Context: an optimization exercise on an open-source flow, tuned for small area, a short achievable clock period and few clock cycles per item. The choices shown serve that exercise and are no tape-out recipe.
Function was checked by simulation only, so behaviour that the tests miss may differ from the original.
Power figures rest on the tool's default switching activity, not on a simulated workload.

Setup of purple:
Design position_report_ascii_encoder, start of the top module:
module position_report_ascii_encoder
(
    input  logic              clk,
    input  logic              rst_n,
    input  logic              pos_valid,
    output logic              pos_ready,
    input  logic signed [LatW-1:0] pos_lat_micro,
    input  logic signed [LonW-1:0] pos_lon_micro,
    input  logic [FixW-1:0]   pos_fix_level,
    output logic              rpt_valid,
    input  logic              rpt_ready,
    output logic [CharW-1:0]  rpt_out_char,
    output logic              rpt_last_char,
    output logic              rpt_pos_invalid,
    input  logic              psel,
    input  logic              penable,
    input  logic              pwrite,
    input  logic [AddrW-1:0]  paddr,
    input  logic [DataW-1:0]  pwdata,
    output logic [DataW-1:0]  prdata,
    output logic              pready
);
Size: ~200 flip-flops, roughly 150 I/O pins, ~0.012 mm2 of cells after synthesis.
==> flow/config.mk <==
export PLATFORM = sky130hd
export DESIGN_NAME = position_report_ascii_encoder
export DESIGN_NICKNAME = position_report_ascii_encoder
export VERILOG_FILES = /design/flow/design.v
export SDC_FILE = /design/flow/constraint.sdc
export NUM_CORES = 4
export LEC_CHECK = 0
export CAP_MARGIN = 20
export CORE_MARGIN = 2
export CORE_UTILIZATION = 50
export SLEW_MARGIN = 20
==> flow/constraint.sdc <==
create_clock -name core_clock -period 9.0 [get_ports {clk}]
set_input_delay 1.8000 -clock core_clock [delete_from_list [all_inputs] [get_ports {clk}]]
set_output_delay 1.8000 -clock core_clock [all_outputs]
set_load 0.01 [all_outputs]
standard.sh (not shown) runs the stock make flow with config.mk's settings and CLKGATE_MAP_FILE= SYNTH_SCRIPT=/design/flow/synth_recipe.tcl, a recipe that flattens the netlist after the stock synthesis.
==> flow/flow/run.sh <==
#!/bin/bash
set -euo pipefail
bash standard.sh SETUP_SLACK_MARGIN=6.0 "BUFFER_PORTS_ARGS=-buffer_cell sky130_fd_sc_hd__buf_1" finish > orfs_flow.log 2>&1
Testbench counts of purple, summed over its fixed seeds: cycles 17,511, reports 960.
Edits applied to the flow inputs when going from purple to green:
--- a/flow/design.v
+++ b/flow/design.v
@@ -265,40 +265,40 @@
     logic             lat_hold;     
     logic             lon_pend;     
     logic             lon_hold;     
     logic [LonW-1:0]  lon_raw;
     logic [3:0]       cnt;          
     logic             src;          
     logic             post;         
     logic [5:0]       lat_ipf;      
     logic [2:0]       pf;           
     logic             neg;          
-    logic             kr, ki;       
+    logic             pr_q;         
     logic [51:0]      work;
     logic [22:0]      lat_dsp;      
     logic [24:0]      lon_dsp;      
     logic             vld;
     logic             cur_inv;
     logic [4:0]       nb;           
     logic [CharW-1:0] out_reg;
     logic             last_reg;
     logic             cur_slat, cur_slon;
     logic [1:0]       ninv;         
     logic             nxt_full, nxt_slat, nxt_slon;    
     logic             pins_inv;
     logic             acc_now;
     logic             take;
     logic             cur_free;
     logic             lat_ok, lon_ok, go, go_src, step, fin;
     assign pins_inv = (pos_fix_level == '0)
                       || (pos_lat_micro == '0 && pos_lon_micro == '0);
-    assign pos_ready = inv_q ? ki : kr;
+    assign pos_ready = pr_q;
     assign acc_now   = pos_valid && pos_ready;
     assign take      = vld && rpt_ready;
     assign cur_free  = !vld || (take && last_reg);
     assign lat_ok = known_q && !inv_q && !lat_done && !lat_hold;
     assign lon_ok = lon_pend && !lon_hold;
     assign go     = (cnt == 4'd0) && (lat_ok || lon_ok);
     assign go_src = lon_ok;
     assign step   = go || (cnt != 4'd0);
     assign fin    = (cnt == 4'd8);
     logic known_n, lat_done_n, lon_pend_n, nxt_full_n;
@@ -317,35 +317,34 @@
         if (inc && !dec)
             ninv_n = {ninv[1] || ninv[0], !ninv[0]};
         else if (dec && !inc)
             ninv_n = {ninv[1] && ninv[0], !ninv[0]};
     end
     always_ff @(posedge clk or negedge rst_n)
     begin
         if (!rst_n)
         begin
             known_q  <= 1'b0;
-            kr       <= 1'b0;
-            ki       <= 1'b0;
+            pr_q     <= 1'b0;
             lat_done <= 1'b0;
             lat_hold <= 1'b0;
             lon_pend <= 1'b0;
             lon_hold <= 1'b0;
             cnt      <= '0;
             src      <= 1'b0;
             post     <= 1'b0;
         end
         else
         begin
             known_q  <= known_n;
-            ki       <= known_n && !nxt_full_n && ninv_n != 2'd3;
-            kr       <= known_n && !nxt_full_n && lat_done_n && !lon_pend_n;
+            pr_q     <= known_n && !nxt_full_n
+                        && (pins_inv ? ninv_n != 2'd3 : (lat_done_n && !lon_pend_n));
             post     <= fin;
             lat_done <= lat_done_n;
             lon_pend <= lon_pend_n;
             if (fin && !src)
                 lat_hold <= 1'b1;
             else if (take && nb == 5'd7)
                 lat_hold <= 1'b0;
             if (fin && src)
                 lon_hold <= 1'b1;
             else if (take && nb == 5'd17)
Results
- In summary, green completed successfully, with a layout that passed the timing, DRC and antenna checks.
- Looking at worst hold margin across purple and green, the one that comes out higher is purple.
- Delta (green minus purple): initial standard-cell utilization of the core saw a decrease; switching share of power saw a decrease; worst-case setup margin in the final layout saw an increase; clock-buffer cell count saw an increase.
- NOTE: filler cell count in the final layout in green falls short of that of purple
- A main combinational cell family by area after synthesis of simple AND/OR/NAND/NOR gates is what green shows, while compound AO/OA/AOI/OAI gates belongs to purple.
- Relative to purple, design area has increased by about 0.9% in green.
Testbench counts of green, summed over its fixed seeds: cycles 17,511, reports 960.

-- what the ideal ports hide --
In the flow no input, the clock included, has a driving cell. The finished layouts below were timed again as built, in two steps.
Step 1, drivers: a clkbuf_16 drives clk and a buf_2 each remaining input, both assumed.
Step 2, shift: input delay + t, output delay - t, t = (earliest + latest rising clock arrival at the registers) / 2. This alone moves slack from input paths to output paths.
a / b / c = ideal ports / drivers / drivers and shift; a / b = the first two.
run | t (ns) | slack for setup (ns) | hold slack, ns | worst setup path at the end | worst slew at a driven data input, ns
purple | 0.479 | 5.969 / 5.922 / 5.695 | 0.467 / 0.467 / 0.467 | input to register | 0.03
green | 0.475 | 6.031 / 6.050 / 5.587 | 0.442 / 0.442 / 0.442 | input to register | 0.04
After both steps every run listed still meets setup and hold. The setup slack of green, which loses most, moves by +0.019 ns with the drivers and by -0.444 ns with both steps.
